Context: an optimization exercise on an open-source flow, tuned for small area and a short achievable clock period. The choices shown serve that exercise and are no tape-out recipe.
Where RTL was checked, it was by simulation tests only, not by an equivalence proof against the original.
The RTL of runs 5 to 8 was laid out without a check of its function.
No activity file was given, so power comes from the tool's default toggle rates.

<file path="design/flow/design.v">
module arp_cache #(
  parameter int DEPTH     = 16,
  parameter int AGE_W     = 8,
  parameter int AGE_LIMIT = 200,
  parameter int TICK_DIV  = 16
) (
  input  logic                     i_clk,
  input  logic                     i_rst,
  input  logic                     i_upd_valid,
  input  logic [31:0]              i_upd_ip,
  input  logic [47:0]              i_upd_mac,
  input  logic                     i_seek_valid,
  input  logic [31:0]              i_seek_ip,
  input  logic                     i_flush,
  output logic                     o_seek_valid,
  output logic                     o_seek_hit,
  output logic [47:0]              o_seek_mac,
  output logic [$clog2(DEPTH):0]   o_count
);
  localparam int IDX_W = $clog2(DEPTH);
  localparam int TCK_W = $clog2(TICK_DIV);
  logic flush;
  assign flush = i_flush;
  logic [31:0]      tbl_ip  [DEPTH];
  logic [47:0]      tbl_mac [DEPTH];
  logic [AGE_W-1:0] tbl_exp [DEPTH];
  logic [DEPTH-1:0] tbl_valid;
  logic             s1_valid, s1_byp;
  logic [DEPTH-1:0] s1_m, last_wsel;
  logic [31:0]      s1_ip;
  logic [47:0]      s1_mac;
  logic [TCK_W-1:0] tick_cnt;
  logic [AGE_W-1:0] gtick;
  logic [IDX_W-1:0] victim;
  logic [2:0]       grp_cnt [4];
  logic             tick, upd_acc, bypass, s1_hit, any_free, adv, seek_hit_c;
  logic [AGE_W-1:0] exp_new;
  logic [DEPTH-1:0] wsel, expire, keep, upd_m, seek_m, vnext, free_oh, vict_oh;
  logic [2:0]       keep_cnt [4];
  logic [3:0]       grp_add;
  logic [47:0]      seek_mac_c;   
  logic [47:0]      seek_mac_n;   
  logic [IDX_W:0]   cnt_c;
  assign tick    = &tick_cnt;
  assign upd_acc = i_upd_valid && (i_upd_ip != 32'd0) && !flush;
  assign bypass  = s1_valid && (s1_ip == i_upd_ip);
  assign exp_new = gtick + AGE_W'(AGE_LIMIT - 1) + AGE_W'(tick);
  always_comb begin
    s1_hit   = s1_byp | (|s1_m);
    any_free = ~&tbl_valid;
    for (int i = 0; i < DEPTH; i++) begin
      free_oh[i] = ~tbl_valid[i];
      for (int j = 0; j < i; j++) free_oh[i] = free_oh[i] & tbl_valid[j];
      vict_oh[i] = (victim == IDX_W'(i));
      wsel[i]    = s1_valid & (s1_m[i] | (s1_byp & last_wsel[i])
                              | (~s1_hit & (any_free ? free_oh[i] : vict_oh[i])));
    end
    adv = s1_valid & ~s1_hit & ~any_free;
  end
  always_comb begin
    for (int i = 0; i < DEPTH; i++) begin
      expire[i] = tick & tbl_valid[i] & (tbl_exp[i] == gtick);
      upd_m[i]  = tbl_valid[i] & (tbl_ip[i] == i_upd_ip);
      seek_m[i] = i_seek_valid & tbl_valid[i] & (tbl_ip[i] == i_seek_ip);
      keep[i]   = tbl_valid[i] & ~expire[i];
      vnext[i]  = wsel[i] | keep[i];
    end
  end
  always_comb begin
    seek_hit_c = |seek_m;
    seek_mac_c = '0;
    for (int i = 0; i < DEPTH; i++)
      seek_mac_c = seek_mac_c | ({48{seek_m[i]}} & ~tbl_mac[i]);
  end
  always_comb begin
    for (int g = 0; g < 4; g++) begin
      keep_cnt[g] = 3'(keep[4*g]) + 3'(keep[4*g+1]) + 3'(keep[4*g+2]) + 3'(keep[4*g+3]);
      grp_add[g]  = |(wsel[4*g +: 4] & ~keep[4*g +: 4]);
    end
  end
  always_comb begin
    cnt_c = '0;
    for (int g = 0; g < 4; g++) cnt_c = cnt_c + (IDX_W + 1)'(grp_cnt[g]);
  end
  always_ff @(posedge i_clk or posedge i_rst) begin
    if (i_rst) s1_valid <= 1'b0;
    else       s1_valid <= upd_acc;
  end
  always_ff @(posedge i_clk) begin
    s1_byp    <= bypass;
    s1_m      <= upd_m;
    last_wsel <= wsel;
    s1_ip  <= i_upd_ip;
    s1_mac <= i_upd_mac;
  end
  for (genvar i = 0; i < DEPTH; i++) begin : g_ent
    always_ff @(posedge i_clk) begin
      if (wsel[i]) begin
        tbl_ip[i]  <= s1_ip;
        tbl_mac[i] <= s1_mac;
        tbl_exp[i] <= exp_new;
      end
    end
  end
  always_ff @(posedge i_clk or posedge i_rst) begin
    if (i_rst) begin
      tbl_valid <= '0;
      for (int g = 0; g < 4; g++) grp_cnt[g] <= '0;
    end else if (flush) begin
      tbl_valid <= '0;
      for (int g = 0; g < 4; g++) grp_cnt[g] <= '0;
    end else begin
      tbl_valid <= vnext;
      for (int g = 0; g < 4; g++)
        grp_cnt[g] <= grp_add[g] ? keep_cnt[g] + 3'd1 : keep_cnt[g];
    end
  end
  always_ff @(posedge i_clk or posedge i_rst) begin
    if (i_rst) begin
      victim       <= '0;
      tick_cnt     <= '0;
      gtick        <= '0;
      o_seek_valid <= 1'b0;
      o_seek_hit   <= 1'b0;
      seek_mac_n   <= '0;
      o_count      <= '0;
    end else begin
      if (flush)
        victim <= '0;
      else if (adv)
        victim <= victim + IDX_W'(1);
      tick_cnt     <= tick_cnt + TCK_W'(1);
      if (tick) gtick <= gtick + AGE_W'(1);
      o_seek_valid <= i_seek_valid;
      o_seek_hit   <= seek_hit_c;
      seek_mac_n   <= seek_mac_c;
      o_count      <= cnt_c;
    end
  end
  assign o_seek_mac = ~seek_mac_n;
endmodule
</file>
<file path="design/flow/run.sh">
#!/bin/bash
# synth_recipe.tcl (not shown) runs the flow's synth.tcl, then flattens the netlist and writes it again
# the make line also repeats each setting of config.mk as NAME=value (left out here)
make -C /OpenROAD-flow-scripts/flow DESIGN_CONFIG=/design/flow/config.mk WORK_HOME=/design/flow/orfs CLKGATE_MAP_FILE= SYNTH_SCRIPT=/design/flow/synth_recipe.tcl finish
</file>
<file path="design/flow/config.mk">
export PLATFORM = sky130hd
export DESIGN_NAME = arp_cache
export DESIGN_NICKNAME = arp_cache
export VERILOG_FILES = /design/flow/design.v
export SDC_FILE = /design/flow/constraint.sdc
export NUM_CORES = 4
export LEC_CHECK = 0
export CAP_MARGIN = 20
export CORE_MARGIN = 2
export CORE_UTILIZATION = 40
export CTS_BUF_LIST = sky130_fd_sc_hd__clkbuf_4 sky130_fd_sc_hd__clkbuf_8
export CTS_CLUSTER_SIZE = 30
export SETUP_SLACK_MARGIN = 3.3
export SLEW_MARGIN = 20
export TNS_END_PERCENT = 20
</file>
<file path="design/flow/constraint.sdc">
create_clock -name core_clock -period 6.0 [get_ports {i_clk}]
set_input_delay 1.2000 -clock core_clock [delete_from_list [all_inputs] [get_ports {i_clk}]]
set_output_delay 1.2000 -clock core_clock [all_outputs]
set_load 0.01 [all_outputs]
</file>
==> flow_metrics.env, run 1 <==
export IMPL_antenna_found_initial=18
export IMPL_cap_violations=0
export IMPL_vias=45000
export IMPL_synth_warnings=6
export IMPL_start_kind="primary input"
export IMPL_grt_overflow=0
export IMPL_power_frac_comb_pct=5.2
export IMPL_hold_viol=0
export IMPL_die_x_um=414
export IMPL_clk_path_buf_depth=4
export IMPL_drtAntennaViolNets=0
export IMPL_critPathMostFrequentCell="nor4_1"
export IMPL_crit_fanout=12
export IMPL_outcome="finished clean"
export IMPL_totalWireLength_um=257000
export IMPL_pre_cts_slack_ns=0.947
export IMPL_synth_top_family_by_area="XOR/XNOR gates"
export IMPL_rows=150
export IMPL_seqPwrFrac_pct=51.9
export IMPL_totalPowerFinal_uw=24000
export IMPL_period_needed_ns=3.28
export IMPL_start_util_pct=40.2
export IMPL_avgSynthCellArea_um2=14.9
export IMPL_p_int_uw=18500
export IMPL_finalCritPeriodShare_pct=54.7
export IMPL_insertion_delay_ns=1.02
export IMPL_yosysTopAreaCell="edfxtp_1"
export IMPL_layout_cells_most_common="edfxtp_1"
export IMPL_pwr_share_clk_pct=42.9
export IMPL_setup_viol=0
export IMPL_grt_pass1_wl_um=346000
export IMPL_wire_per_inst_um=34.3
export IMPL_cpMaxStageDelayCell="nor4_1"
export IMPL_arrival_ns=3.99
export IMPL_holdBufCountCts=0
export IMPL_port_buffer_count=171
export IMPL_place_area_um2=72400
export IMPL_syn_num_nets=4639
export IMPL_power_density_nw_per_um2=294
export IMPL_yosysUniqueCellTypes=57
export IMPL_slowest_delay_ns=0.93
export IMPL_tritoncts="done"
export IMPL_hold_path_class="reg -> reg"
export IMPL_htreeDepth=5
export IMPL_drive_above_1_share_pct=22.4
export IMPL_p_sw_uw=5510
export IMPL_grt_max_degree=91
export IMPL_slew_violations=0
export IMPL_p_leak_uw=0.0267
export IMPL_synth_compound_area_share_pct=4.69
export IMPL_core_um2=167000
export IMPL_muxShareOfSynthArea_pct=0.185
export IMPL_p_sw_share_pct=23.0
export IMPL_synth_xor_area_share_pct=15.6
export IMPL_synthCells=4488
export IMPL_die_h_um=414
export IMPL_slew_limit_headroom_pct=29.1
export IMPL_setup_tns_ns=0
export IMPL_cts_clk_slew_worst_paths_ns=0.05
export IMPL_synth_top_area_share_pct=63.0
export IMPL_first_global_vias=42900
export IMPL_async_flop_share_pct=6.17
export IMPL_synthFlopType="edfxtp_1"
export IMPL_peakVddDrop_mv=0.227
export IMPL_grtUsageTotal_pct=29.5
export IMPL_yosys_area_share_simple_pct=6.38
export IMPL_netlist_top_cells_area="edfxtp_1, xnor2_1, dfrtp_1, o22ai_1, dfxtp_1"
export IMPL_gp_congestion=0.953
export IMPL_synthAdderAreaFrac_pct=0.791
export IMPL_cts_made_buffers=286
export IMPL_synth_seq_cells=1621
export IMPL_worstSetupPathType="in -> reg"
export IMPL_drc=0
export IMPL_final_core_util_pct=48.9
export IMPL_die_area_um2=171000
export IMPL_cp_required_ns=6.70
export IMPL_cts_root_buf="clkbuf_8"
export IMPL_via_per_inst=5.99
export IMPL_synth_area_um2=67100
export IMPL_setup_ws_ns=2.72
export IMPL_synth_edf_count=1408
export IMPL_first_pass_iters=7
export IMPL_crit_chain="buf_2 > buf_4 > xor2_1 > nor4_1 > nand4_1 > nor4_1"
export IMPL_cp_end_kind="flop"
export IMPL_fin_skew_ns=0.120
export IMPL_design_area_um2=81600
export IMPL_drt_iter0_drc=7161
export IMPL_clkSinkCount=1621
export IMPL_nets=5233
export IMPL_fmax_ghz=0.305
export IMPL_worstMarginPinSlew_ns=1.05
export IMPL_ys_seq_area_share_pct=70.1
export IMPL_area_delta_synth_final_pct=21.6
export IMPL_dp_hpwl_um=137000
export IMPL_layout_common_cells="edfxtp_1, xnor2_1, o22ai_1, clkbuf_8, nand4_1"
export IMPL_rsz0062_at_grt="yes"
export IMPL_ios=172
## through the flow
step | hold WS [ns] | instances
floorplan | 0.423 | 4488
global placement | 0.443 | 6792
detailed placement | 0.441 | 6792
CTS | 0.450 | 7460
global route | 0.474 | 7499
finish | 0.446 | 7505
## critical path: cells and delay by family
kind | cells | cell delay (ns)
and+or+nand+nor | 3 | 1.78
buffers and inverters | 2 | 0.88
xor gates and xnor gates | 1 | 0.12
## cell type report
type                       instances  area (µm²)
timing repair buffer             537        5510
tap                             2204        2760
antenna                           12        30.0
multi-input combinational       2532       20100
clock buffer                     434        5300
inverter                         103         443
timing repair inverter             1        8.76
clock inverter                    61         347
fill                           14200       85300
sequential                      1621       47100
## path summary, 6_finish.rpt
check | start | to | slack [ns] | cells past startpoint
max reg2reg | gtick[3] | grp_cnt[3][1] | 2.81 | 11
max in group asynchronous | i_rst | s1_valid | 4.16 | 3
min | tick_cnt[0] | tick_cnt[0] | 0.45 | 1
min in group asynchronous | i_rst | seek_mac_n[34] | 0.72 | 2
min reg2reg | tick_cnt[0] | tick_cnt[0] | 0.45 | 1
max | i_upd_ip[27] | s1_m[7] | 2.72 | 6
## flip-flops by register name, indices dropped and copies added (netlist names)
| signal | count |
|---|---|
| tick_cnt | 4 |
| tbl_exp | 128 |
| o_count | 5 |
| s1_m | 16 |
| o_seek_hit | 1 |
| s1_valid | 1 |
| s1_ip | 32 |
| tbl_valid | 16 |
| s1_mac | 48 |
| s1_byp | 1 |
| gtick | 8 |
| tbl_mac | 768 |
| grp_cnt | 12 |
| last_wsel | 16 |
| tbl_ip | 512 |
| o_seek_valid | 1 |
| victim | 4 |
| seek_mac_n | 48 |
## cells in the mapped netlist, types with 3 or more instances
library cell and number:
xnor2_1 1000, dfxtp_1 113, buf_2 122, buf_1 21
o22ai_1 382, fa_1 14, a21o_1 8, a22o_1 4
nand3_1 64, a21oi_1 33, edfxtp_1 1408, o2bb2ai_1 3
nor2b_1 5, ha_1 20, and3_1 4, and2_1 3
o22ai_2 11, nand2b_1 13, nor4_1 108, nor3b_1 3
nand2_1 25, clkbuf_1 98, xor2_1 194, buf_6 3
nor3_1 22, inv_1 103, mux2i_1 9, nand4_1 314
dfrtp_1 100, o21ai_0 13, nor2_1 216, or4_1 4
o31ai_1 15
## power groups by stage
stage	Clock (µW)	Combinational [µW]	Sequential, µW
2_1_floorplan	0	540	12600
3_3_place_gp	0	1110	12700
3_5_place_dp	0	1110	12700
4_1_cts	10300	1190	12400
5_1_grt	10900	1250	12400
6_report	10300	1250	12400
## what timing repair did
action / in CTS / in global routing
setup buffers: 148 / 29
gates resized for setup: 393 / 249
pin swaps: 73 / 28
setup endpoints to repair: 1658 / 1104
gates cloned: 25 / 4
## cell families after synthesis
kind of cell,after synthesis
buffers and inverters,348
xor gates and xnor gates,1195
muxes,12
DFF,1621
and+or+nand+nor,792
adders and majority gates,34
AOI/OAI and AO/OA,486
## layer usage
layer	vias to the layer above	part of all wire (%)	global-route usage [%]
met2	3309	45	44.9
li1	18000	-	-
met1	22900	38	39.7
met5	-	0.0051	0
met3	723	12	7.21
met4	2	5.3	14.0
==> run 2: changes to the inputs <==
--- a/design/flow/config.mk
+++ b/design/flow/config.mk
@@ -10,6 +10,5 @@
 export CORE_UTILIZATION = 40
 export CTS_BUF_LIST = sky130_fd_sc_hd__clkbuf_4 sky130_fd_sc_hd__clkbuf_8
 export CTS_CLUSTER_SIZE = 30
-export SETUP_SLACK_MARGIN = 3.3
+export SETUP_SLACK_MARGIN = 2.7
 export SLEW_MARGIN = 20
-export TNS_END_PERCENT = 20
==> flow_metrics.env, run 2 <==
export IMPL_start_util_pct=40.2
export IMPL_finalCritPeriodShare_pct=56.0
export IMPL_drt_iter0_drc=6669
export IMPL_rows=150
export IMPL_grtUsageTotal_pct=28.7
export IMPL_crit_fanout=13
export IMPL_regMostFlops="tbl_mac"
export IMPL_die_x_um=414
export IMPL_drive_above_1_share_pct=17.4
export IMPL_dp_hpwl_um=135000
export IMPL_outcome="finished clean"
export IMPL_grt_overflow=0
export IMPL_cp_end_kind="flop"
export IMPL_slew_limit_headroom_pct=18.9
export IMPL_wl_met2_um=111000
export IMPL_drc=0
export IMPL_worstMarginPinSlew_ns=1.22
export IMPL_drtAntennaViolNets=0
export IMPL_placed_cells=6785
export IMPL_pre_cts_slack_ns=1.00
export IMPL_nets=5093
export IMPL_slew_violations=0
export IMPL_core_um2=167000
export IMPL_layout_common_cells="edfxtp_1, xnor2_1, o22ai_1, clkbuf_8, nand4_1"
export IMPL_worstSetupPathType="in -> reg"
export IMPL_synthFlopType="edfxtp_1"
export IMPL_synth_warnings=6
export IMPL_first_pass_iters=8
export IMPL_cts_clk_slew_worst_paths_ns=0.06
export IMPL_nFillCells=14400
export IMPL_async_flop_share_pct=6.17
export IMPL_netlist_top_cells_area="edfxtp_1, xnor2_1, dfrtp_1, o22ai_1, dfxtp_1"
export IMPL_synth_area_um2=67100
export IMPL_final_core_util_pct=47.5
export IMPL_crit_chain="dlygate4sd2_1 > buf_4 > xor2_1 > nor3_4 > nand3_4 > buf_4 > o22ai_1 > nor2_1 > nand4_1"
export IMPL_start_kind="primary input"
export IMPL_hold_depth=1
export IMPL_critPathMostFrequentCell="buf_4"
export IMPL_totalWireLength_um=249000
export IMPL_antenna_found_initial=20
export IMPL_power_density_nw_per_um2=302
export IMPL_period_needed_ns=3.36
export IMPL_largestRegisters="tbl_mac x768, tbl_ip x512, tbl_exp x128"
export IMPL_gp_congestion=0.945
export IMPL_wl_met1_um=94300
export IMPL_path_delay_family="buffers and inverters"
export IMPL_setup_tns_ns=0
export IMPL_yosysTopAreaCell="edfxtp_1"
export IMPL_via_per_inst=5.96
export IMPL_arrival_ns=4.28
export IMPL_cap_violations=0
export IMPL_die_area_um2=171000
export IMPL_syn_num_nets=4639
export IMPL_cpMaxStageDelayCell="dlygate4sd2_1"
export IMPL_crit_buf_inv=3
export IMPL_htreeDepth=5
export IMPL_p_leak_uw=0.0254
export IMPL_dr_wl_met3_um=29500
export IMPL_setup_ws_ns=2.64
export IMPL_synth_top_area_share_pct=63.0
export IMPL_tritoncts="done"
export IMPL_ys_seq_area_share_pct=70.1
export IMPL_wire_per_inst_um=33.7
export IMPL_largest_reg_flops=768
export IMPL_die_h_um=414
export IMPL_topRoutingLayerUsed="met5"
export IMPL_synthCells=4488
export IMPL_grt_pass1_wl_um=339000
export IMPL_cts_root_buf="clkbuf_8"
export IMPL_grt_max_degree=92
export IMPL_peakVddDrop_mv=0.276
export IMPL_insertion_delay_ns=1.02
export IMPL_clk_path_buf_depth=4
export IMPL_r2r_cells=10
export IMPL_first_global_vias=42600
export IMPL_synth_edf_count=1408
export IMPL_final_cells=7366
export IMPL_clkSinkCount=1621
export IMPL_yosysMostFrequentCell="edfxtp_1"
export IMPL_fin_skew_ns=0.108
export IMPL_vias=43900
export IMPL_synth_top_cells_by_count="edfxtp_1, xnor2_1, o22ai_1"
export IMPL_avgSynthCellArea_um2=14.9
export IMPL_hold_path_class="reg -> reg"
export IMPL_ios=172
export IMPL_fmax_ghz=0.298
export IMPL_layout_cells_most_common="edfxtp_1"
export IMPL_slowest_delay_ns=0.63
export IMPL_port_buffer_count=171
export IMPL_hold_viol=0
export IMPL_path_depth=9
export IMPL_rsz0062_at_grt="yes"
export IMPL_cts_made_buffers=289
export IMPL_cp_required_ns=6.92
export IMPL_synth_seq_cells=1621
export IMPL_area_delta_synth_final_pct=18.1
export IMPL_yosysUniqueCellTypes=57
export IMPL_setup_viol=0
-- run 2: cell counts after synthesis --
Identical to the previous run, type by type.
-- run 2: kinds of logic (layout without fill, tap and decap cells) --
family | count (synthesis) | after routing | synth area share [%]
xor gates and xnor gates | 1195 | 1195 | 15.6
other | 0 | 9 | 0
adders and majority gates | 34 | 34 | 0.791
AOI/OAI and AO/OA | 486 | 488 | 4.69
buffers and inverters | 348 | 1002 | 2.21
muxes | 12 | 12 | 0.185
and+or+nand+nor | 792 | 801 | 6.38
DFF | 1621 | 1621 | 70.1
-- run 2: repair_timing --
item	4_1_cts	5_1_grt
endpoints found under the setup margin	676	225
setup buffers	43	14
hold buffers	0	0
gates cloned	12	1
pin swaps	30	12
resized for setup	153	48
-- run 2: stage by stage --
step	total power, µW	hold slack [ns]	instance area (µm²)
floorplan	13200	0.421	67300
detailed placement	13800	0.454	72200
finish	23900	0.469	79200
global placement	13800	0.442	72200
CTS	23900	0.463	78800
global route	24500	0.506	79200
-- run 2: area by class of cell --
class	instances	area (µm²)	area share, %
timing repair inverter	1	8.76	0.0111
timing repair buffer	396	3660	4.62
antenna	9	22.5	0.0284
clock inverter	69	424	0.536
inverter	103	434	0.548
multi-input combinational	2530	19600	24.7
sequential	1621	47100	59.5
tap	2204	2760	3.48
clock buffer	433	5220	6.59
-- run 2: power by group --
part	internal (µW)	total [µW]	leakage, µW	switching, µW
registers	12300	12400	0.0150	128
clock network	5710	10300	0.00299	4590
logic	364	1180	0.00739	814
-- run 2: final timing paths --
path | start | endpoint | slack [ns]
worst max-delay path | i_seek_ip[12] | seek_mac_n[3] | 2.64
worst min-delay path | tick_cnt[0] | tick_cnt[0] | 0.47
worst max register to register | gtick[6] | grp_cnt[2][1] | 2.73
worst min register to register | tick_cnt[0] | tick_cnt[0] | 0.47
max in group asynchronous | i_rst | seek_mac_n[44] | 4.21
min in group asynchronous | i_rst | seek_mac_n[47] | 0.67
-- run 2: metal layers --
metal,up-vias,global-route usage (%)
met1,22400,38.0
met5,-,0
li1,17700,-
met4,2,14.9
met2,3134,43.9
met3,675,7.08
==> run 3: changes to the inputs <==
--- a/design/flow/config.mk
+++ b/design/flow/config.mk
@@ -7,8 +7,8 @@
 export LEC_CHECK = 0
 export CAP_MARGIN = 20
 export CORE_MARGIN = 2
-export CORE_UTILIZATION = 40
+export CORE_UTILIZATION = 50
 export CTS_BUF_LIST = sky130_fd_sc_hd__clkbuf_4 sky130_fd_sc_hd__clkbuf_8
 export CTS_CLUSTER_SIZE = 30
-export SETUP_SLACK_MARGIN = 2.7
+export SETUP_SLACK_MARGIN = 3.0
 export SLEW_MARGIN = 20
==> flow_metrics.env, run 3 <==
export IMPL_die_h_um=370
export IMPL_drc=0
export IMPL_ys_seq_area_share_pct=70.1
export IMPL_rows=134
export IMPL_totalWireLength_um=247000
export IMPL_yosysUniqueCellTypes=57
export IMPL_fin_skew_ns=0.0653
export IMPL_synth_area_um2=67100
export IMPL_wire_per_inst_um=34.9
export IMPL_avgSynthCellArea_um2=14.9
export IMPL_via_per_inst=6.26
export IMPL_first_pass_iters=6
export IMPL_drive_above_1_share_pct=20.6
export IMPL_grt_overflow=0
export IMPL_first_global_vias=42700
export IMPL_netlist_top_cells_area="edfxtp_1, xnor2_1, dfrtp_1, o22ai_1, dfxtp_1"
export IMPL_slew_violations=0
export IMPL_r2r_start="gtick[0]"
export IMPL_synth_edf_count=1408
export IMPL_power_density_nw_per_um2=298
export IMPL_hold_viol=0
export IMPL_synth_xor_area_share_pct=15.6
export IMPL_htreeDepth=5
export IMPL_layout_cells_most_common="edfxtp_1"
export IMPL_fmax_ghz=0.312
export IMPL_syn_num_nets=4639
export IMPL_largestRegisters="tbl_mac x768, tbl_ip x512, tbl_exp x128"
export IMPL_synth_top_cells_by_count="edfxtp_1, xnor2_1, o22ai_1"
export IMPL_insertion_delay_ns=1.01
export IMPL_dp_hpwl_um=132000
export IMPL_synth_top_area_share_pct=63.0
export IMPL_synthCells=4488
export IMPL_finalCritPeriodShare_pct=53.4
export IMPL_crit_fanout=9
export IMPL_grtUsageTotal_pct=35.2
export IMPL_nFillCells=10300
export IMPL_yosysTopAreaCell="edfxtp_1"
export IMPL_design_area_um2=80700
export IMPL_async_flop_share_pct=6.17
export IMPL_synthAdderAreaFrac_pct=0.791
export IMPL_port_buffer_count=171
export IMPL_placed_cells=6353
export IMPL_cpMaxStageDelayCell="or4_4"
export IMPL_grt_max_degree=74
export IMPL_place_area_um2=71600
export IMPL_hold_path_class="reg -> reg"
export IMPL_crit_chain="clkdlybuf4s15_2 > buf_4 > xnor2_1 > nand3_1 > or4_4 > buf_4 > o22ai_1 > nor2_1 > nand4_1"
export IMPL_cts_clk_slew_worst_paths_ns=0.06
export IMPL_tritoncts="done"
export IMPL_synthFlopType="edfxtp_1"
export IMPL_min_delay_start="tick_cnt[0]"
export IMPL_final_cells=7064
export IMPL_arrival_ns=4.13
export IMPL_cap_violations=0
export IMPL_vias=44200
export IMPL_slowest_delay_ns=0.70
export IMPL_holdWs_ns=0.454
export IMPL_start_util_pct=50.3
export IMPL_grt_pass1_wl_um=332000
export IMPL_crit_start="i_seek_ip[13]"
export IMPL_worstMarginPinSlew_ns=1.21
export IMPL_drtAntennaViolNets=0
export IMPL_period_needed_ns=3.20
export IMPL_slew_limit_headroom_pct=19.3
export IMPL_drt_iter0_drc=6530
export IMPL_synth_warnings=6
export IMPL_nets=5230
export IMPL_synth_seq_cells=1621
export IMPL_yosysMostFrequentCell="edfxtp_1"
export IMPL_holdBufCountCts=0
export IMPL_synth_compound_area_share_pct=4.69
export IMPL_start_kind="primary input"
export IMPL_die_x_um=370
export IMPL_gp_congestion=0.951
export IMPL_setup_tns_ns=0
export IMPL_die_area_um2=137000
export IMPL_muxShareOfSynthArea_pct=0.185
export IMPL_layout_common_cells="edfxtp_1, xnor2_1, o22ai_1, clkbuf_8, nand4_1"
export IMPL_cp_required_ns=6.92
export IMPL_rsz0062_at_grt="yes"
export IMPL_cts_made_buffers=289
export IMPL_yosys_area_share_simple_pct=6.38
export IMPL_critPathMostFrequentCell="buf_4"
export IMPL_final_core_util_pct=60.5
export IMPL_core_um2=133000
export IMPL_peakVddDrop_mv=0.241
export IMPL_area_delta_synth_final_pct=20.3
export IMPL_largest_reg_flops=768
export IMPL_clk_path_buf_depth=4
export IMPL_cp_end_kind="flop"
export IMPL_worstSetupPathType="in -> reg"
export IMPL_cts_root_buf="clkbuf_8"
export IMPL_regMostFlops="tbl_mac"
export IMPL_antenna_found_initial=11
export IMPL_ios=172
export IMPL_setup_viol=0
export IMPL_outcome="finished clean"
export IMPL_p_leak_uw=0.0265
export IMPL_clkSinkCount=1621
export IMPL_synth_top_family_by_area="XOR/XNOR gates"
## run 3: critical path: cells and delay by family
| kind | cells | cell delay (ns) |
|---|---|---|
| AND/OR/NAND/NOR | 4 | 1.27 |
| buffers and inverters | 3 | 1.05 |
| XOR/XNOR | 1 | 0.40 |
| AO/OA/AOI/OAI | 1 | 0.19 |
## run 3: logic make-up (layout without fill, tap and decap cells)
logic type	after synthesis	after routing
DFF	1621	1621
xor gates and xnor gates	1195	1195
and+or+nand+nor	792	800
AOI/OAI and AO/OA	486	489
buffers and inverters	348	1140
adders and majority gates	34	34
muxes	12	12
other	0	5
## run 3: area by class of cell
cell class	count	area, µm²	area share [%]
clock buffers	434	5290	6.56
repair inverters	3	26.3	0.0326
flip-flops and latches	1621	47100	58.4
repair buffers	531	5270	6.53
multi-input cells	2530	19800	24.6
diodes	5	12.5	0.0155
inverters	103	442	0.547
well taps	1768	2210	2.74
clock inverters	69	474	0.588
## run 3: report_power, final
group	internal (µW)	switching, µW
sequential	12300	121
combinational	422	824
clock	5870	4510
## run 3: path summary, 6_finish.rpt
| path | end | slack (ns) | depth (start not counted) |
|---|---|---|---|
| hold reg to reg | tick_cnt[0] | 0.45 | 1 |
| min in group asynchronous | seek_mac_n[45] | 0.65 | 2 |
| max in group asynchronous | tbl_valid[7] | 4.24 | 3 |
| setup reg to reg | grp_cnt[1][1] | 2.90 | 10 |
| setup / recovery | seek_mac_n[33] | 2.80 | 9 |
| hold / removal | tick_cnt[0] | 0.45 | 1 |
## run 3: routing by layer
layer,track usage (%),vias to the layer above,part of all wire [%]
li1,-,18000,-
met1,47.4,22300,38
met2,53.8,3179,45
met3,8.31,714,12
met4,17.2,4,5.6
met5,0,-,0.011
## run 3: per-stage QoR
step,power [µW],worst slack (ns)
after floorplan,13200,-0.267
after global placement,13800,1.11
after detailed placement,13800,1.07
after CTS,24000,2.78
after global routing,24700,2.82
final,24100,2.80
## run 3: what timing repair did
item | CTS | global route
pin swaps | 43 | 36
resized for setup | 283 | 131
setup buffers | 90 | 92
gates cloned | 12 | 9
endpoints found under the setup margin | 1333 | 500
==> run 4: changes to the inputs <==
==> design/flow/config.mk (replaced) <==
export PLATFORM = sky130hd
export DESIGN_NAME = arp_cache
export DESIGN_NICKNAME = arp_cache
export VERILOG_FILES = /design/flow/design.v
export SDC_FILE = /design/flow/constraint.sdc
export NUM_CORES = 4
export LEC_CHECK = 0
export CAP_MARGIN = 20
export CORE_MARGIN = 2
export CORE_UTILIZATION = 60
export CTS_BUF_LIST = sky130_fd_sc_hd__clkbuf_8 sky130_fd_sc_hd__clkbuf_16
export CTS_CLUSTER_DIAMETER = 80
export CTS_CLUSTER_SIZE = 20
export SETUP_SLACK_MARGIN = 3.0
export SLEW_MARGIN = 20
==> flow_metrics.env, run 4 <==
export IMPL_dp_hpwl_um=128000
export IMPL_finalCritPeriodShare_pct=54.0
export IMPL_synth_top_cells_by_count="edfxtp_1, xnor2_1, o22ai_1"
export IMPL_start_kind="flop"
export IMPL_grtUsageTotal_pct=40.7
export IMPL_fmax_ghz=0.309
export IMPL_arrival_ns=3.84
export IMPL_drtAntennaViolNets=0
export IMPL_p_sw_uw=4660
export IMPL_place_area_um2=71400
export IMPL_power_density_nw_per_um2=261
export IMPL_synth_area_um2=67100
export IMPL_muxShareOfSynthArea_pct=0.185
export IMPL_multiInputGateArea_um2=20100
export IMPL_area_delta_synth_final_pct=16.1
export IMPL_nFillCells=7496
export IMPL_period_needed_ns=3.24
export IMPL_drt_iter0_drc=7275
export IMPL_avgSynthCellArea_um2=14.9
export IMPL_start_util_pct=60.5
export IMPL_gp_congestion=0.971
export IMPL_synth_seq_cells=1621
export IMPL_die_area_um2=115000
export IMPL_first_pass_iters=6
export IMPL_fin_skew_ns=0.0266
export IMPL_cts_root_buf="clkbuf_16"
export IMPL_wire_per_inst_um=36.9
export IMPL_final_core_util_pct=70.3
export IMPL_tritoncts="done"
export IMPL_synthFlopType="edfxtp_1"
export IMPL_cp_end_kind="flop"
export IMPL_setup_viol=0
export IMPL_totalPowerFinal_uw=20300
export IMPL_yosys_area_share_simple_pct=6.38
export IMPL_layout_cells_most_common="edfxtp_1"
export IMPL_via_per_inst=6.77
export IMPL_cts_clk_slew_worst_paths_ns=0.09
export IMPL_slew_limit_headroom_pct=17.4
export IMPL_grt_pass1_wl_um=324000
export IMPL_clkSinkCount=1621
export IMPL_synth_edf_count=1408
export IMPL_first_global_vias=41700
export IMPL_netlist_top_cells_area="edfxtp_1, xnor2_1, dfrtp_1, o22ai_1, dfxtp_1"
export IMPL_insertion_delay_ns=0.74
export IMPL_hold_path_class="reg -> reg"
export IMPL_htreeDepth=3
export IMPL_worstSetupPathType="reg -> reg"
export IMPL_p_int_uw=15700
export IMPL_slew_violations=0
export IMPL_synthAdderAreaFrac_pct=0.791
export IMPL_holdBufCountCts=0
export IMPL_grt_max_degree=90
export IMPL_synth_top_family_by_area="XOR/XNOR gates"
export IMPL_drive_above_1_share_pct=14.9
export IMPL_design_area_um2=77900
export IMPL_die_x_um=338
export IMPL_synth_compound_area_share_pct=4.69
export IMPL_totalWireLength_um=239000
export IMPL_setup_ws_ns=2.76
export IMPL_antenna_found_initial=7
export IMPL_grt_overflow=0
export IMPL_cts_made_buffers=91
export IMPL_final_cells=6461
export IMPL_syn_num_nets=4639
export IMPL_yosysMostFrequentCell="edfxtp_1"
export IMPL_synthCells=4488
export IMPL_pwr_share_clk_pct=32.7
export IMPL_outcome="finished clean"
export IMPL_synth_xor_area_share_pct=15.6
export IMPL_nets=5046
export IMPL_power_frac_comb_pct=6.3
export IMPL_largestRegisters="tbl_mac x768, tbl_ip x512, tbl_exp x128"
export IMPL_p_sw_share_pct=22.9
export IMPL_p_leak_uw=0.0253
export IMPL_layout_common_cells="edfxtp_1, xnor2_1, o22ai_1, nand4_1, buf_4"
export IMPL_peakVddDrop_mv=0.274
export IMPL_cap_violations=0
export IMPL_synth_warnings=6
export IMPL_ios=172
export IMPL_worstMarginPinSlew_ns=1.24
export IMPL_async_flop_share_pct=6.17
export IMPL_yosysUniqueCellTypes=57
export IMPL_largest_reg_flops=768
export IMPL_seqPwrFrac_pct=61.0
export IMPL_port_buffer_count=171
export IMPL_regArea_um2=47100
export IMPL_vias=43700
export IMPL_regMostFlops="tbl_mac"
export IMPL_core_um2=111000
export IMPL_yosysTopAreaCell="edfxtp_1"
export IMPL_pre_cts_slack_ns=1.23
export IMPL_die_h_um=338
export IMPL_rows=122
export IMPL_ys_seq_area_share_pct=70.1
export IMPL_placed_cells=6081
export IMPL_drc=0
export IMPL_rsz0062_at_grt="yes"
export IMPL_hold_viol=0
export IMPL_cp_required_ns=6.60
export IMPL_crit_fanout=5
export IMPL_clk_path_buf_depth=3
export IMPL_synth_top_area_share_pct=63.0
## run 4: cell counts after synthesis
Identical to the previous run, type by type.
## run 4: critical path: stages, from the launching register on
cell and delay, ns:
dfrtp_4 0.55, buf_6 0.14, xnor2_2 0.11, nand4_1 0.25
o31ai_4 0.45, inv_1 0.11, fa_1 0.57, ha_4 0.22
fa_1 0.44, mux2i_1 0.19, nor2_1 0.08
## run 4: logic make-up after synthesis
kind of cell | count (synthesis)
and+or+nand+nor | 792
DFF | 1621
AOI/OAI and AO/OA | 486
adders and majority gates | 34
xor gates and xnor gates | 1195
buffers and inverters | 348
muxes | 12
## run 4: worst paths after layout
kind | slack [ns] | from | end | cells after the start
min in group asynchronous | 1.05 | i_rst | seek_mac_n[30] | 2
worst max-delay path | 2.76 | gtick[4] | grp_cnt[1][1] | 10
worst min-delay path | 0.49 | tick_cnt[3] | tick_cnt[3] | 1
worst max register to register | 2.76 | gtick[4] | grp_cnt[1][1] | 10
max in group asynchronous | 3.82 | i_rst | seek_mac_n[38] | 3
worst min register to register | 0.49 | tick_cnt[3] | tick_cnt[3] | 1
## run 4: power groups by stage
stage	Combinational, µW	Sequential [µW]	Clock [µW]
CTS	1190	12400	6640
detailed placement	1100	12700	0
global placement	1100	12600	0
floorplan	540	12600	0
finish	1280	12400	6640
global route	1280	12400	7030
## run 4: cell type report
type | instances | share of cell area [%]
multi-input cells | 2530 | 25.8
clock inverters | 74 | 0.508
well taps | 1488 | 2.39
diodes | 1 | 0.00321
flip-flops and latches | 1621 | 60.5
repair buffers | 547 | 7.20
repair inverters | 1 | 0.0112
inverters | 103 | 0.553
clock buffers | 96 | 3.04
## run 4: per-layer routing
layer | GRT usage, % | vias to the layer above | share of wire (%) | wire [µm]
met3 | 9.78 | 767 | 13 | 31700
met5 | 0 | - | 0.015 | 35
li1 | - | 17500 | - | -
met1 | 55.1 | 22000 | 36 | 85700
met2 | 60.9 | 3445 | 44 | 105000
met4 | 22.9 | 6 | 6.6 | 15800
## run 4: through the flow
step / setup TNS, ns / hold slack, ns
final: 0 / 0.491
after global routing: 0 / 0.509
after CTS: 0 / 0.491
after detailed placement: 0 / 0.449
after global placement: 0 / 0.444
after floorplan: -0.296 / 0.421
## run 4: repair_timing
action	4_1_cts	5_1_grt
buffers inserted	140	47
gates resized for setup	334	105
endpoints found under the setup margin	1225	714
gates cloned	13	9
pin swaps	46	47
==> run 5: changes to the inputs <==
--- a/design/flow/design.v
+++ b/design/flow/design.v
@@ -38,7 +38,7 @@
   logic [DEPTH-1:0] wsel, expire, keep, upd_m, seek_m, vnext, free_oh, vict_oh;
   logic [2:0]       keep_cnt [4];
   logic [3:0]       grp_add;
-  logic [47:0]      seek_mac_c;   
+  logic [47:0]      seek_mac_c;
   logic [47:0]      seek_mac_n;   
   logic [IDX_W:0]   cnt_c;
   assign tick    = &tick_cnt;
@@ -61,7 +61,7 @@
     for (int i = 0; i < DEPTH; i++) begin
       expire[i] = tick & tbl_valid[i] & (tbl_exp[i] == gtick);
       upd_m[i]  = tbl_valid[i] & (tbl_ip[i] == i_upd_ip);
-      seek_m[i] = i_seek_valid & tbl_valid[i] & (tbl_ip[i] == i_seek_ip);
+      seek_m[i] = tbl_valid[i] & (tbl_ip[i] == i_seek_ip);
       keep[i]   = tbl_valid[i] & ~expire[i];
       vnext[i]  = wsel[i] | keep[i];
     end
@@ -70,7 +70,7 @@
     seek_hit_c = |seek_m;
     seek_mac_c = '0;
     for (int i = 0; i < DEPTH; i++)
-      seek_mac_c = seek_mac_c | ({48{seek_m[i]}} & ~tbl_mac[i]);
+      seek_mac_c = seek_mac_c | ({48{seek_m[i]}} & tbl_mac[i]);
   end
   always_comb begin
     for (int g = 0; g < 4; g++) begin
@@ -132,8 +132,8 @@
       tick_cnt     <= tick_cnt + TCK_W'(1);
       if (tick) gtick <= gtick + AGE_W'(1);
       o_seek_valid <= i_seek_valid;
-      o_seek_hit   <= seek_hit_c;
-      seek_mac_n   <= seek_mac_c;
+      o_seek_hit   <= i_seek_valid && seek_hit_c;
+      seek_mac_n   <= (i_seek_valid && seek_hit_c) ? ~seek_mac_c : '0;
       o_count      <= cnt_c;
     end
   end
==> flow_metrics.env, run 5 <==
export IMPL_crit_fanout=9
export IMPL_rows=124
export IMPL_crit_chain="buf_4 > buf_4 > xnor2_1 > nand4_1 > nor3_2 > and3_4 > nor4_4 > a41oi_4 > buf_8 > clkbuf_16 > and4_1"
export IMPL_htreeDepth=3
export IMPL_r2r_cells=10
export IMPL_ios=172
export IMPL_area_delta_synth_final_pct=19.1
export IMPL_cp_required_ns=6.64
export IMPL_netlist_top_cells_area="edfxtp_1, xnor2_1, dfrtp_1, nand4_1, dfxtp_1"
export IMPL_synthFlopType="edfxtp_1"
export IMPL_nets=5166
export IMPL_async_flop_share_pct=6.17
export IMPL_r2r_end="grp_cnt[0][1]"
export IMPL_yosysTopAreaCell="edfxtp_1"
export IMPL_topRoutingLayerUsed="met5"
export IMPL_dr_wl_met3_um=39000
export IMPL_gp_congestion=0.978
export IMPL_crit_buf_inv=4
export IMPL_cts_root_buf="clkbuf_16"
export IMPL_cts_clk_slew_worst_paths_ns=0.08
export IMPL_wl_met1_um=92100
export IMPL_r2r_start="gtick[7]"
export IMPL_worstMarginPinSlew_ns=1.06
export IMPL_wire_per_inst_um=40.4
export IMPL_start_util_pct=60.3
export IMPL_avgSynthCellArea_um2=15.2
export IMPL_outcome="finished clean"
export IMPL_path_delay_family="simple AND/OR/NAND/NOR gates"
export IMPL_period_needed_ns=3.20
export IMPL_grtUsageTotal_pct=44.7
export IMPL_synth_top_area_share_pct=61.5
export IMPL_synth_area_um2=68700
export IMPL_p_leak_uw=0.0271
export IMPL_tritoncts="done"
export IMPL_regMostFlops="tbl_mac"
export IMPL_grt_overflow=0
export IMPL_die_area_um2=117000
export IMPL_synth_top_cells_by_count="edfxtp_1, xnor2_1, nand4_1"
export IMPL_min_delay_start="tick_cnt[3]"
export IMPL_totalWireLength_um=268000
export IMPL_setup_ws_ns=2.80
export IMPL_hold_path_class="reg -> reg"
export IMPL_grt_pass1_wl_um=355000
export IMPL_start_kind="primary input"
export IMPL_hold_depth=1
export IMPL_setup_tns_ns=0
export IMPL_fmax_ghz=0.313
export IMPL_arrival_ns=3.84
export IMPL_port_buffer_count=171
export IMPL_layout_common_cells="edfxtp_1, xnor2_1, nand4_1, buf_4, a22o_1"
export IMPL_syn_num_nets=4660
export IMPL_cts_made_buffers=92
export IMPL_min_to="tick_cnt[3]"
export IMPL_insertion_delay_ns=0.73
export IMPL_vias=46500
export IMPL_holdWs_ns=0.503
export IMPL_final_core_util_pct=71.8
export IMPL_yosysMostFrequentCell="edfxtp_1"
export IMPL_grt_max_degree=80
export IMPL_setup_viol=0
export IMPL_drc=0
export IMPL_clkSinkCount=1621
export IMPL_synth_warnings=6
export IMPL_core_um2=114000
export IMPL_synthCells=4509
export IMPL_power_density_nw_per_um2=252
export IMPL_antenna_found_initial=15
export IMPL_slew_limit_headroom_pct=29.5
export IMPL_yosysUniqueCellTypes=55
export IMPL_first_pass_iters=8
export IMPL_hold_viol=0
export IMPL_cp_end_kind="flop"
export IMPL_cap_violations=0
export IMPL_drt_iter0_drc=8474
export IMPL_cpMaxStageDelayCell="nor3_2"
export IMPL_synth_seq_cells=1621
export IMPL_die_x_um=342
export IMPL_peakVddDrop_mv=0.344
export IMPL_slew_violations=0
export IMPL_critPathMostFrequentCell="buf_4"
export IMPL_drive_above_1_share_pct=18.1
export IMPL_layout_cells_most_common="edfxtp_1"
export IMPL_rsz0062_at_grt="yes"
export IMPL_synth_edf_count=1408
export IMPL_dp_hpwl_um=146000
export IMPL_reg2reg_slack_ns=2.84
export IMPL_pre_cts_slack_ns=0.708
export IMPL_ys_seq_area_share_pct=68.5
export IMPL_largest_reg_flops=768
export IMPL_via_per_inst=7.02
export IMPL_wl_met2_um=115000
export IMPL_first_global_vias=43500
export IMPL_worstSetupPathType="in -> reg"
export IMPL_drtAntennaViolNets=0
export IMPL_holdBufCountCts=0
export IMPL_clk_path_buf_depth=3
export IMPL_slowest_delay_ns=0.40
export IMPL_fin_skew_ns=0.0414
export IMPL_die_h_um=342
export IMPL_finalCritPeriodShare_pct=53.3
export IMPL_largestRegisters="tbl_mac x768, tbl_ip x512, tbl_exp x128"
run 5: worst max-delay path by stage:
stage | start | endpoint | slack (ns) | cells past startpoint
floorplan | tbl_valid[9] | grp_cnt[2][0] | 1.72 | 7
global placement | i_seek_ip[27] | seek_mac_n[37] | 0.76 | 10
detailed placement | i_seek_ip[27] | seek_mac_n[44] | 0.71 | 10
CTS | tick_cnt[0] | grp_cnt[0][1] | 2.88 | 12
global route | gtick[7] | grp_cnt[0][1] | 2.80 | 10
finish | i_seek_ip[5] | seek_mac_n[7] | 2.80 | 11
run 5: timing repair:
action,in CTS,in global routing
cloned,39,11
endpoints found under the setup margin,1394,703
pin swaps,113,44
buffers inserted,196,39
gates resized for setup,525,87
run 5: logic make-up after synthesis:
group	share of synthesized area (%)
flip-flops	68.5
XOR/XNOR	15.3
AND/OR/NAND/NOR	7.42
AO/OA/AOI/OAI	5.15
buffers and inverters	2.68
adder cells (fa/ha/maj)	0.772
multiplexers	0.182
run 5: final cells by class:
| cell class | count | area [µm²] |
|---|---|---|
| antenna | 11 | 27.5 |
| sequential | 1621 | 47100 |
| clock buffer | 97 | 2420 |
| tap | 1512 | 1890 |
| timing repair inverter | 4 | 30.0 |
| inverter | 132 | 591 |
| fill | 7484 | 32200 |
| clock inverter | 77 | 388 |
| timing repair buffer | 665 | 7810 |
| multi-input combinational | 2499 | 21600 |
run 5: stage by stage:
stage	cells	total power [µW]	instance area [µm²]
finish	6618	20600	81800
global route	6607	20900	81800
CTS	6557	20500	80800
detailed placement	6148	13800	73300
global placement	6147	13800	73300
floorplan	4509	13200	68900
run 5: power by group:
part	switching, µW	leakage [µW]	internal, µW
combinational	854	0.0104	515
sequential	165	0.0150	12300
clock	3760	0.00162	3020
run 5: worst reg2reg max path: stages (launching register included):
cell,delay [ns]
dfrtp_4,0.58
buf_12,0.19
xnor2_4,0.13
nand4_1,0.26
o31ai_4,0.35
inv_2,0.08
fa_2,0.60
ha_4,0.23
fa_1,0.50
nand2b_1,0.05
mux2i_1,0.12
run 5: layer usage:
layer | vias to the layer above | GRT usage (%)
met2 | 4291 | 64.9
met3 | 1036 | 11.9
met1 | 23100 | 59.8
met5 | - | 0
li1 | 18000 | -
met4 | 12 | 28.9
==> run 6: changes to the inputs <==
--- a/design/flow/config.mk
+++ b/design/flow/config.mk
@@ -5,11 +5,11 @@
 export SDC_FILE = /design/flow/constraint.sdc
 export NUM_CORES = 4
 export LEC_CHECK = 0
-export CAP_MARGIN = 20
+export CAP_MARGIN = 5
 export CORE_MARGIN = 2
 export CORE_UTILIZATION = 60
 export CTS_BUF_LIST = sky130_fd_sc_hd__clkbuf_8 sky130_fd_sc_hd__clkbuf_16
 export CTS_CLUSTER_DIAMETER = 80
 export CTS_CLUSTER_SIZE = 20
 export SETUP_SLACK_MARGIN = 3.0
-export SLEW_MARGIN = 20
+export SLEW_MARGIN = 5
==> flow_metrics.env, run 6 <==
export IMPL_worstMarginPinSlew_ns=1.55
export IMPL_first_pass_iters=6
export IMPL_reg2reg_slack_ns=2.80
export IMPL_yosysTopAreaCell="edfxtp_1"
export IMPL_cts_clk_slew_worst_paths_ns=0.08
export IMPL_async_flop_share_pct=6.17
export IMPL_setup_tns_ns=0
export IMPL_nets=5183
export IMPL_p_leak_uw=0.0272
export IMPL_synth_edf_count=1408
export IMPL_cts_root_buf="clkbuf_16"
export IMPL_place_area_um2=73300
export IMPL_start_util_pct=60.3
export IMPL_grt_max_degree=80
export IMPL_synth_compound_area_share_pct=5.15
export IMPL_cp_end_kind="flop"
export IMPL_synth_area_um2=68700
export IMPL_synth_top_family_by_area="XOR/XNOR gates"
export IMPL_rows=124
export IMPL_holdWs_ns=0.501
export IMPL_layout_cells_most_common="edfxtp_1"
export IMPL_drt_iter0_drc=8543
export IMPL_peakVddDrop_mv=0.298
export IMPL_tritoncts="done"
export IMPL_muxShareOfSynthArea_pct=0.182
export IMPL_crit_start="i_upd_ip[15]"
export IMPL_power_density_nw_per_um2=250
export IMPL_clk_path_buf_depth=3
export IMPL_power_frac_comb_pct=6.7
export IMPL_min_delay_start="tick_cnt[2]"
export IMPL_grt_overflow=0
export IMPL_p_sw_uw=4820
export IMPL_start_kind="primary input"
export IMPL_holdBufCountCts=0
export IMPL_slowest_delay_ns=0.78
export IMPL_totalWireLength_um=271000
export IMPL_port_buffer_count=171
export IMPL_drive_above_1_share_pct=18.7
export IMPL_p_int_uw=15700
export IMPL_vias=46900
export IMPL_arrival_ns=3.90
export IMPL_yosysUniqueCellTypes=55
export IMPL_yosysMostFrequentCell="edfxtp_1"
export IMPL_syn_num_nets=4660
export IMPL_antenna_found_initial=13
export IMPL_grt_pass1_wl_um=362000
export IMPL_fmax_ghz=0.309
export IMPL_synthCells=4509
export IMPL_clkSinkCount=1621
export IMPL_area_delta_synth_final_pct=19.4
export IMPL_die_h_um=342
export IMPL_slew_violations=18
export IMPL_die_area_um2=117000
export IMPL_ys_seq_area_share_pct=68.5
export IMPL_dp_hpwl_um=146000
export IMPL_synth_xor_area_share_pct=15.3
export IMPL_hold_path_class="reg -> reg"
export IMPL_ios=172
export IMPL_design_area_um2=82100
export IMPL_hold_viol=0
export IMPL_yosys_area_share_simple_pct=7.42
export IMPL_r2r_cells=11
export IMPL_hold_depth=1
export IMPL_cp_required_ns=6.66
export IMPL_min_to="tick_cnt[2]"
export IMPL_largestRegisters="tbl_mac x768, tbl_ip x512, tbl_exp x128"
export IMPL_largest_reg_flops=768
export IMPL_via_per_inst=7.06
export IMPL_synth_warnings=6
export IMPL_slew_limit_headroom_pct=-3.64
export IMPL_drtAntennaViolNets=0
export IMPL_p_sw_share_pct=23.5
export IMPL_worstSetupPathType="in -> reg"
export IMPL_avgSynthCellArea_um2=15.2
export IMPL_core_um2=114000
export IMPL_r2r_start="gtick[7]"
export IMPL_insertion_delay_ns=0.74
export IMPL_synth_seq_cells=1621
export IMPL_setup_viol=0
export IMPL_violatedChecks="max-capacitance violations, max-slew violations"
export IMPL_synth_top_area_share_pct=61.5
export IMPL_layout_common_cells="edfxtp_1, xnor2_1, nand4_1, buf_4, a22o_1"
export IMPL_cts_made_buffers=92
export IMPL_seqPwrFrac_pct=60.7
export IMPL_rsz0062_at_grt="yes"
export IMPL_finalCritPeriodShare_pct=53.9
export IMPL_die_x_um=342
export IMPL_r2r_end="grp_cnt[0][1]"
export IMPL_synthAdderAreaFrac_pct=0.772
export IMPL_synthFlopType="edfxtp_1"
export IMPL_crit_chain="dlygate4sd2_1 > buf_4 > xnor2_1 > nand4_1 > nor4_1 > nand4_1 > nor4_1 > buf_4"
export IMPL_period_needed_ns=3.23
export IMPL_htreeDepth=3
export IMPL_cap_violations=1
export IMPL_wire_per_inst_um=40.9
export IMPL_grtUsageTotal_pct=45.7
export IMPL_cpMaxStageDelayCell="dlygate4sd2_1"
export IMPL_pwr_share_clk_pct=32.6
export IMPL_netlist_top_cells_area="edfxtp_1, xnor2_1, dfrtp_1, nand4_1, dfxtp_1"
export IMPL_fin_skew_ns=0.0407
export IMPL_synth_top_cells_by_count="edfxtp_1, xnor2_1, nand4_1"
export IMPL_first_global_vias=43900
export IMPL_crit_fanout=7
export IMPL_drc=0
export IMPL_gp_congestion=0.978
export IMPL_outcome="complete, but fails checks"
export IMPL_regMostFlops="tbl_mac"
-- run 6: cell counts after synthesis --
Identical to the previous run, type by type.
-- run 6: critical path, delay by kind of cell --
family                    cells  cell delay [ns]
xor gates and xnor gates      1             0.15
buffers and inverters         3             1.39
and+or+nand+nor               4             1.15
-- run 6: power by group through the flow --
stage	combinational (µW)	sequential [µW]	clock [µW]
floorplan	562	12600	0
global placement	1100	12700	0
detailed placement	1100	12700	0
CTS	1260	12400	6670
global route	1360	12500	7030
finish	1380	12500	6680
-- run 6: through the flow --
step | worst slack (ns) | total power, µW | util, % | std cells
finish | 2.77 | 20500 | 72.0 | 6633
global route | 2.77 | 20900 | 71.9 | 6623
CTS | 2.85 | 20400 | 70.8 | 6557
detailed placement | 0.717 | 13800 | 64.3 | 6147
global placement | 0.756 | 13800 | 64.3 | 6147
floorplan | 1.72 | 13200 | - | 4509
-- run 6: final cells by class --
cell class              instances  area [µm²]
flip-flops and latches       1621       47100
fillers                      7486       32000
multi-input cells            2499       21700
repair buffers                680        7950
clock buffers                  92        2300
well taps                    1512        1890
inverters                     132         591
clock inverters                81         480
repair inverters                6        43.8
diodes                         10        25.0
-- run 6: layer usage --
layer  track usage, %  wire length, µm
met5                0               39
met4             29.6            22700
met3             13.5            39700
met2             66.6           116000
met1             60.1            92800
-- run 6: worst max path at each step --
| stage | endpoint | cells after the start | slack (ns) |
|---|---|---|---|
| floorplan | grp_cnt[2][0] | 7 | 1.72 |
| global placement | seek_mac_n[37] | 10 | 0.76 |
| detailed placement | seek_mac_n[44] | 10 | 0.72 |
| CTS | grp_cnt[0][1] | 11 | 2.85 |
| global route | grp_cnt[0][1] | 11 | 2.77 |
| finish | s1_m[15] | 8 | 2.77 |
-- run 6: timing repair --
action | CTS | global route
resized for setup | 529 | 168
buffers inserted | 187 | 60
endpoints found under the setup margin | 1381 | 503
pin swaps | 90 | 72
gates cloned | 50 | 6
-- run 6: cells by family after synthesis --
family	Yosys count
simple gates	817
buf+inv	398
mux	12
flops	1621
compound gates	424
xor+xnor	1203
fa+ha+maj	34
==> run 7: changes to the inputs <==
==> design/flow/config.mk (replaced) <==
export PLATFORM = sky130hd
export DESIGN_NAME = arp_cache
export DESIGN_NICKNAME = arp_cache
export VERILOG_FILES = /design/flow/design.v
export SDC_FILE = /design/flow/constraint.sdc
export NUM_CORES = 4
export LEC_CHECK = 0
export CAP_MARGIN = 20
export CORE_MARGIN = 2
export CORE_UTILIZATION = 60
export CTS_BUF_LIST = sky130_fd_sc_hd__clkbuf_4 sky130_fd_sc_hd__clkbuf_8
export CTS_CLUSTER_SIZE = 30
export SETUP_SLACK_MARGIN = 3.0
export SLEW_MARGIN = 20
==> flow_metrics.env, run 7 <==
export IMPL_drtAntennaViolNets=0
export IMPL_crit_fanout=11
export IMPL_holdWs_ns=0.496
export IMPL_final_core_util_pct=73.4
export IMPL_tritoncts="done"
export IMPL_yosysUniqueCellTypes=55
export IMPL_gp_congestion=0.978
export IMPL_arrival_ns=4.16
export IMPL_layout_cells_most_common="edfxtp_1"
export IMPL_rows=124
export IMPL_cpMaxStageDelayCell="nand4_1"
export IMPL_hold_path_class="reg -> reg"
export IMPL_drc=0
export IMPL_synth_area_um2=68700
export IMPL_first_pass_iters=5
export IMPL_drt_iter0_drc=8282
export IMPL_via_per_inst=6.85
export IMPL_dp_hpwl_um=146000
export IMPL_core_um2=114000
export IMPL_ios=172
export IMPL_netlist_top_cells_area="edfxtp_1, xnor2_1, dfrtp_1, nand4_1, dfxtp_1"
export IMPL_grt_overflow=0
export IMPL_nFillCells=7387
export IMPL_slew_limit_headroom_pct=26.8
export IMPL_slew_violations=0
export IMPL_peakVddDrop_mv=0.247
export IMPL_cp_required_ns=6.87
export IMPL_start_util_pct=60.3
export IMPL_area_delta_synth_final_pct=21.8
export IMPL_async_flop_share_pct=6.17
export IMPL_slowest_delay_ns=0.70
export IMPL_hold_viol=0
export IMPL_fmax_ghz=0.304
export IMPL_p_leak_uw=0.0280
export IMPL_die_x_um=342
export IMPL_grt_pass1_wl_um=356000
export IMPL_port_buffer_count=171
export IMPL_syn_num_nets=4660
export IMPL_grt_max_degree=91
export IMPL_power_density_nw_per_um2=284
export IMPL_path_delay_family="simple AND/OR/NAND/NOR gates"
export IMPL_cts_made_buffers=280
export IMPL_layout_common_cells="edfxtp_1, xnor2_1, nand4_1, buf_4, clkbuf_8"
export IMPL_clk_path_buf_depth=4
export IMPL_crit_chain="buf_2 > buf_4 > xnor2_1 > nand4_1 > nor4_2 > nand4_1 > nor4_2 > buf_4"
export IMPL_worstMarginPinSlew_ns=1.10
export IMPL_nets=5347
export IMPL_finalCritPeriodShare_pct=54.8
export IMPL_cap_violations=0
export IMPL_cts_root_buf="clkbuf_8"
export IMPL_yosysTopAreaCell="edfxtp_1"
export IMPL_synth_warnings=6
export IMPL_first_global_vias=44900
export IMPL_setup_viol=0
export IMPL_worstSetupPathType="in -> reg"
export IMPL_synth_edf_count=1408
export IMPL_die_area_um2=117000
export IMPL_die_h_um=342
export IMPL_drive_above_1_share_pct=22.5
export IMPL_synth_top_cells_by_count="edfxtp_1, xnor2_1, nand4_1"
export IMPL_avgSynthCellArea_um2=15.2
export IMPL_rsz0062_at_grt="yes"
export IMPL_synth_seq_cells=1621
export IMPL_setup_tns_ns=0
export IMPL_wire_per_inst_um=38.6
export IMPL_totalWireLength_um=267000
export IMPL_yosysMostFrequentCell="edfxtp_1"
export IMPL_holdBufCountCts=0
export IMPL_vias=47400
export IMPL_htreeDepth=5
export IMPL_insertion_delay_ns=1.03
export IMPL_cts_clk_slew_worst_paths_ns=0.06
export IMPL_regMostFlops="tbl_mac"
export IMPL_fin_skew_ns=0.0952
export IMPL_outcome="finished clean"
export IMPL_crit_buf_inv=3
export IMPL_period_needed_ns=3.29
export IMPL_synthFlopType="edfxtp_1"
export IMPL_largest_reg_flops=768
export IMPL_ys_seq_area_share_pct=68.5
export IMPL_synth_top_area_share_pct=61.5
export IMPL_start_kind="primary input"
export IMPL_synthCells=4509
export IMPL_largestRegisters="tbl_mac x768, tbl_ip x512, tbl_exp x128"
export IMPL_clkSinkCount=1621
export IMPL_antenna_found_initial=20
export IMPL_cp_end_kind="flop"
export IMPL_grtUsageTotal_pct=44.8
run 7: power breakdown:
part           internal [µW]  switching (µW)
Sequential             12300             166
Clock                   5530            4430
Combinational            492             839
Total                  18300            5440
run 7: worst reg2reg max path, delay by kind of cell, from the launching register on:
family,cells,cell delay [ns]
XOR/XNOR,1,0.11
flip-flops,1,0.52
adder cells (fa/ha/maj),3,1.36
AO/OA/AOI/OAI,1,0.41
buffers and inverters,2,0.30
AND/OR/NAND/NOR,2,0.25
multiplexers,1,0.11
run 7: path summary, 6_finish.rpt:
path / start / to / slack, ns / cells after the start
max reg2reg: gtick[7] / grp_cnt[1][1] / 2.86 / 10
min in group asynchronous: i_rst / victim[1] / 0.75 / 2
max in group asynchronous: i_rst / seek_mac_n[0] / 4.17 / 3
min: tick_cnt[3] / tick_cnt[3] / 0.50 / 1
min reg2reg: tick_cnt[3] / tick_cnt[3] / 0.50 / 1
max: i_upd_ip[26] / s1_m[0] / 2.71 / 8
run 7: kinds of logic (layout without fill, tap and decap cells):
| family | count (synthesis) | after routing | synth area share [%] |
|---|---|---|---|
| AOI/OAI and AO/OA | 424 | 428 | 5.15 |
| xor gates and xnor gates | 1203 | 1203 | 15.3 |
| adders and majority gates | 34 | 34 | 0.772 |
| buffers and inverters | 398 | 1275 | 2.68 |
| DFF | 1621 | 1621 | 68.5 |
| muxes | 12 | 12 | 0.182 |
| other | 0 | 9 | 0 |
| and+or+nand+nor | 817 | 822 | 7.42 |
run 7: timing repair:
action,CTS,global route
endpoints found under the hold margin,0,0
buffers inserted,171,70
gates cloned,29,8
resized for setup,408,118
pin swaps,74,47
setup endpoints to repair,1342,629
run 7: cell type report:
type / instances / area (µm²) / area share, %
clock buffer: 434 / 5250 / 6.27
timing repair inverter: 2 / 12.5 / 0.0150
sequential: 1621 / 47100 / 56.3
multi-input combinational: 2499 / 21200 / 25.4
tap: 1512 / 1890 / 2.26
inverter: 132 / 593 / 0.709
antenna: 9 / 22.5 / 0.0269
timing repair buffer: 660 / 7350 / 8.78
clock inverter: 47 / 208 / 0.248
run 7: layer usage:
metal  wire length (µm)  GRT usage (%)
met4              21200           29.3
met1              91800           59.3
met5                 82              0
met2             115000           65.1
met3              39200           12.8
run 7: through the flow:
step / cell area (µm²) / worst slack, ns / cells / total power (µW)
2_1_floorplan: 68900 / 1.72 / 4509 / 13200
3_3_place_gp: 73300 / 0.756 / 6147 / 13800
3_5_place_dp: 73300 / 0.708 / 6148 / 13800
4_1_cts: 82300 / 2.90 / 6829 / 23600
5_1_grt: 83700 / 2.80 / 6908 / 24200
6_report: 83700 / 2.71 / 6916 / 23800
==> run 8: changes to the inputs <==
--- a/design/flow/design.v
+++ b/design/flow/design.v
@@ -25,8 +25,8 @@
   logic [47:0]      tbl_mac [DEPTH];
   logic [AGE_W-1:0] tbl_exp [DEPTH];
   logic [DEPTH-1:0] tbl_valid;
-  logic             s1_valid, s1_byp;
-  logic [DEPTH-1:0] s1_m, last_wsel;
+  logic             s1_valid;
+  logic [DEPTH-1:0] s1_m;
   logic [31:0]      s1_ip;
   logic [47:0]      s1_mac;
   logic [TCK_W-1:0] tick_cnt;
@@ -39,21 +39,19 @@
   logic [2:0]       keep_cnt [4];
   logic [3:0]       grp_add;
   logic [47:0]      seek_mac_c;
-  logic [47:0]      seek_mac_n;   
   logic [IDX_W:0]   cnt_c;
   assign tick    = &tick_cnt;
   assign upd_acc = i_upd_valid && (i_upd_ip != 32'd0) && !flush;
   assign bypass  = s1_valid && (s1_ip == i_upd_ip);
   assign exp_new = gtick + AGE_W'(AGE_LIMIT - 1) + AGE_W'(tick);
   always_comb begin
-    s1_hit   = s1_byp | (|s1_m);
+    s1_hit   = |s1_m;
     any_free = ~&tbl_valid;
     for (int i = 0; i < DEPTH; i++) begin
       free_oh[i] = ~tbl_valid[i];
       for (int j = 0; j < i; j++) free_oh[i] = free_oh[i] & tbl_valid[j];
       vict_oh[i] = (victim == IDX_W'(i));
-      wsel[i]    = s1_valid & (s1_m[i] | (s1_byp & last_wsel[i])
-                              | (~s1_hit & (any_free ? free_oh[i] : vict_oh[i])));
+      wsel[i]    = s1_valid & (s1_hit ? s1_m[i] : (any_free ? free_oh[i] : vict_oh[i]));
     end
     adv = s1_valid & ~s1_hit & ~any_free;
   end
@@ -87,9 +85,7 @@
     else       s1_valid <= upd_acc;
   end
   always_ff @(posedge i_clk) begin
-    s1_byp    <= bypass;
-    s1_m      <= upd_m;
-    last_wsel <= wsel;
+    s1_m   <= bypass ? wsel : upd_m;
     s1_ip  <= i_upd_ip;
     s1_mac <= i_upd_mac;
   end
@@ -122,7 +118,7 @@
       gtick        <= '0;
       o_seek_valid <= 1'b0;
       o_seek_hit   <= 1'b0;
-      seek_mac_n   <= '0;
+      o_seek_mac   <= '1;
       o_count      <= '0;
     end else begin
       if (flush)
@@ -133,9 +129,8 @@
       if (tick) gtick <= gtick + AGE_W'(1);
       o_seek_valid <= i_seek_valid;
       o_seek_hit   <= i_seek_valid && seek_hit_c;
-      seek_mac_n   <= (i_seek_valid && seek_hit_c) ? ~seek_mac_c : '0;
+      o_seek_mac   <= (i_seek_valid && seek_hit_c) ? seek_mac_c : '1;
       o_count      <= cnt_c;
     end
   end
-  assign o_seek_mac = ~seek_mac_n;
 endmodule
==> flow_metrics.env, run 8 <==
export IMPL_holdWs_ns=0.468
export IMPL_cp_required_ns=6.78
export IMPL_crit_chain="buf_12 > buf_4 > xnor2_2 > nand4_1 > o31a_1 > fa_1 > ha_4 > fa_2 > mux2i_1 > nor2_1"
export IMPL_outcome="finished clean"
export IMPL_drtAntennaViolNets=0
export IMPL_final_core_util_pct=72.0
export IMPL_hold_viol=0
export IMPL_pre_cts_slack_ns=0.802
export IMPL_synthCells=4455
export IMPL_synth_area_um2=68200
export IMPL_grt_overflow=0
export IMPL_fmax_ghz=0.314
export IMPL_drc=0
export IMPL_cts_root_buf="clkbuf_8"
export IMPL_htreeDepth=5
export IMPL_fin_skew_ns=0.0858
export IMPL_crit_fanout=4
export IMPL_ios=172
export IMPL_grt_pass1_wl_um=350000
export IMPL_tritoncts="done"
export IMPL_synth_seq_cells=1604
export IMPL_drive_above_1_share_pct=22.4
export IMPL_dp_hpwl_um=147000
export IMPL_antenna_found_initial=13
export IMPL_cp_end_kind="flop"
export IMPL_worstMarginPinSlew_ns=0.965
export IMPL_power_density_nw_per_um2=289
export IMPL_drt_iter0_drc=7956
export IMPL_totalWireLength_um=258000
export IMPL_rsz0062_at_grt="yes"
export IMPL_layout_cells_most_common="edfxtp_1"
export IMPL_path_delay_family="adder cells"
export IMPL_synth_edf_count=1408
export IMPL_slew_violations=0
export IMPL_wire_per_inst_um=38.4
export IMPL_yosysMostFrequentCell="edfxtp_1"
export IMPL_netlist_top_cells_area="edfxtp_1, xnor2_1, nand4_1, dfxtp_1, a22o_1"
export IMPL_clk_path_buf_depth=4
export IMPL_setup_tns_ns=0
export IMPL_layout_common_cells="edfxtp_1, xnor2_1, nand4_1, clkbuf_8, buf_4"
export IMPL_rows=123
export IMPL_first_global_vias=44500
export IMPL_cap_violations=0
export IMPL_finalCritPeriodShare_pct=53.1
export IMPL_p_leak_uw=0.0266
export IMPL_via_per_inst=6.89
export IMPL_vias=46400
export IMPL_largest_reg_flops=768
export IMPL_die_h_um=341
export IMPL_regMostFlops="tbl_mac"
export IMPL_slew_limit_headroom_pct=35.3
export IMPL_start_util_pct=60.5
export IMPL_yosysUniqueCellTypes=52
export IMPL_setup_ws_ns=2.81
export IMPL_grt_max_degree=101
export IMPL_avgSynthCellArea_um2=15.3
export IMPL_peakVddDrop_mv=0.241
export IMPL_first_pass_iters=8
export IMPL_die_area_um2=116000
export IMPL_async_flop_share_pct=6.23
export IMPL_slowest_delay_ns=0.54
export IMPL_period_needed_ns=3.19
export IMPL_gp_congestion=0.987
export IMPL_yosysTopAreaCell="edfxtp_1"
export IMPL_cts_clk_slew_worst_paths_ns=0.06
export IMPL_insertion_delay_ns=0.98
export IMPL_crit_buf_inv=2
export IMPL_grtUsageTotal_pct=43.9
export IMPL_synth_warnings=6
export IMPL_die_x_um=341
export IMPL_hold_path_class="reg -> reg"
-- run 8: stage by stage --
step	instances	total power [µW]	cell area, µm²
after floorplan	4455	13100	68300
after global placement	6082	13700	72800
after detailed placement	6082	13700	72700
after CTS	6684	23400	80300
after global routing	6724	24000	81100
final	6732	23400	81200
-- run 8: kinds of logic after synthesis --
kind of cell    after synthesis  share of synthesized area [%]
flops                      1604                           68.6
xor+xnor                   1206                           15.5
simple gates                900                           8.19
compound gates              379                           4.58
buf+inv                     320                           2.16
fa+ha+maj                    34                          0.778
mux                          12                          0.182
-- run 8: what timing repair did --
item / CTS / global route
endpoints found under the setup margin: 1663 / 689
cloned: 18 / 6
resized for setup: 481 / 119
buffers inserted: 115 / 32
hold buffers: 0 / 0
pin swaps: 69 / 44
-- run 8: path summary, 6_finish.rpt --
check                      slack, ns              to       startpoint  cells after the start
min in group asynchronous       0.74     tick_cnt[2]            i_rst                      3
min reg2reg                     0.47  o_seek_mac[47]  tbl_mac[13][47]                      2
min                             0.47  o_seek_mac[47]  tbl_mac[13][47]                      2
max                             2.81   grp_cnt[0][1]         gtick[5]                     10
max in group asynchronous       4.46    o_seek_valid            i_rst                      3
max reg2reg                     2.81   grp_cnt[0][1]         gtick[5]                     10
-- run 8: cell type report --
class	instances	area, µm²
clock inverter	62	439
tap	1500	1880
inverter	44	262
timing repair inverter	10	70.1
multi-input combinational	2533	21100
antenna	10	25.0
sequential	1604	46800
timing repair buffer	562	5670
clock buffer	407	4920
fill	7424	31500
-- run 8: power by group --
group	internal (µW)	switching [µW]
registers	12200	138
clock network	5410	4400
logic	445	847
-- run 8: layer usage --
metal / GRT usage (%) / up-vias / part of all wire, %
met5: 0 / - / 0.011
met2: 64.7 / 4261 / 44
met1: 59.0 / 23000 / 35
li1: - / 18200 / -
met3: 10.4 / 928 / 14
met4: 28.6 / 4 / 7.8
-- run 8: worst min-delay path, stage by stage (launching register included) --
cell and delay [ns]:
edfxtp_1 0.32, a221oi_1 0.07, nand4_1 0.09

Setup slack of run 8, layout unchanged: 2.812 ns with ideal ports, 2.812 ns with driving cells assumed (clock clkbuf_16, inputs buf_2), 1.956 ns with port delays also shifted by the 1.007 ns mid clock arrival.
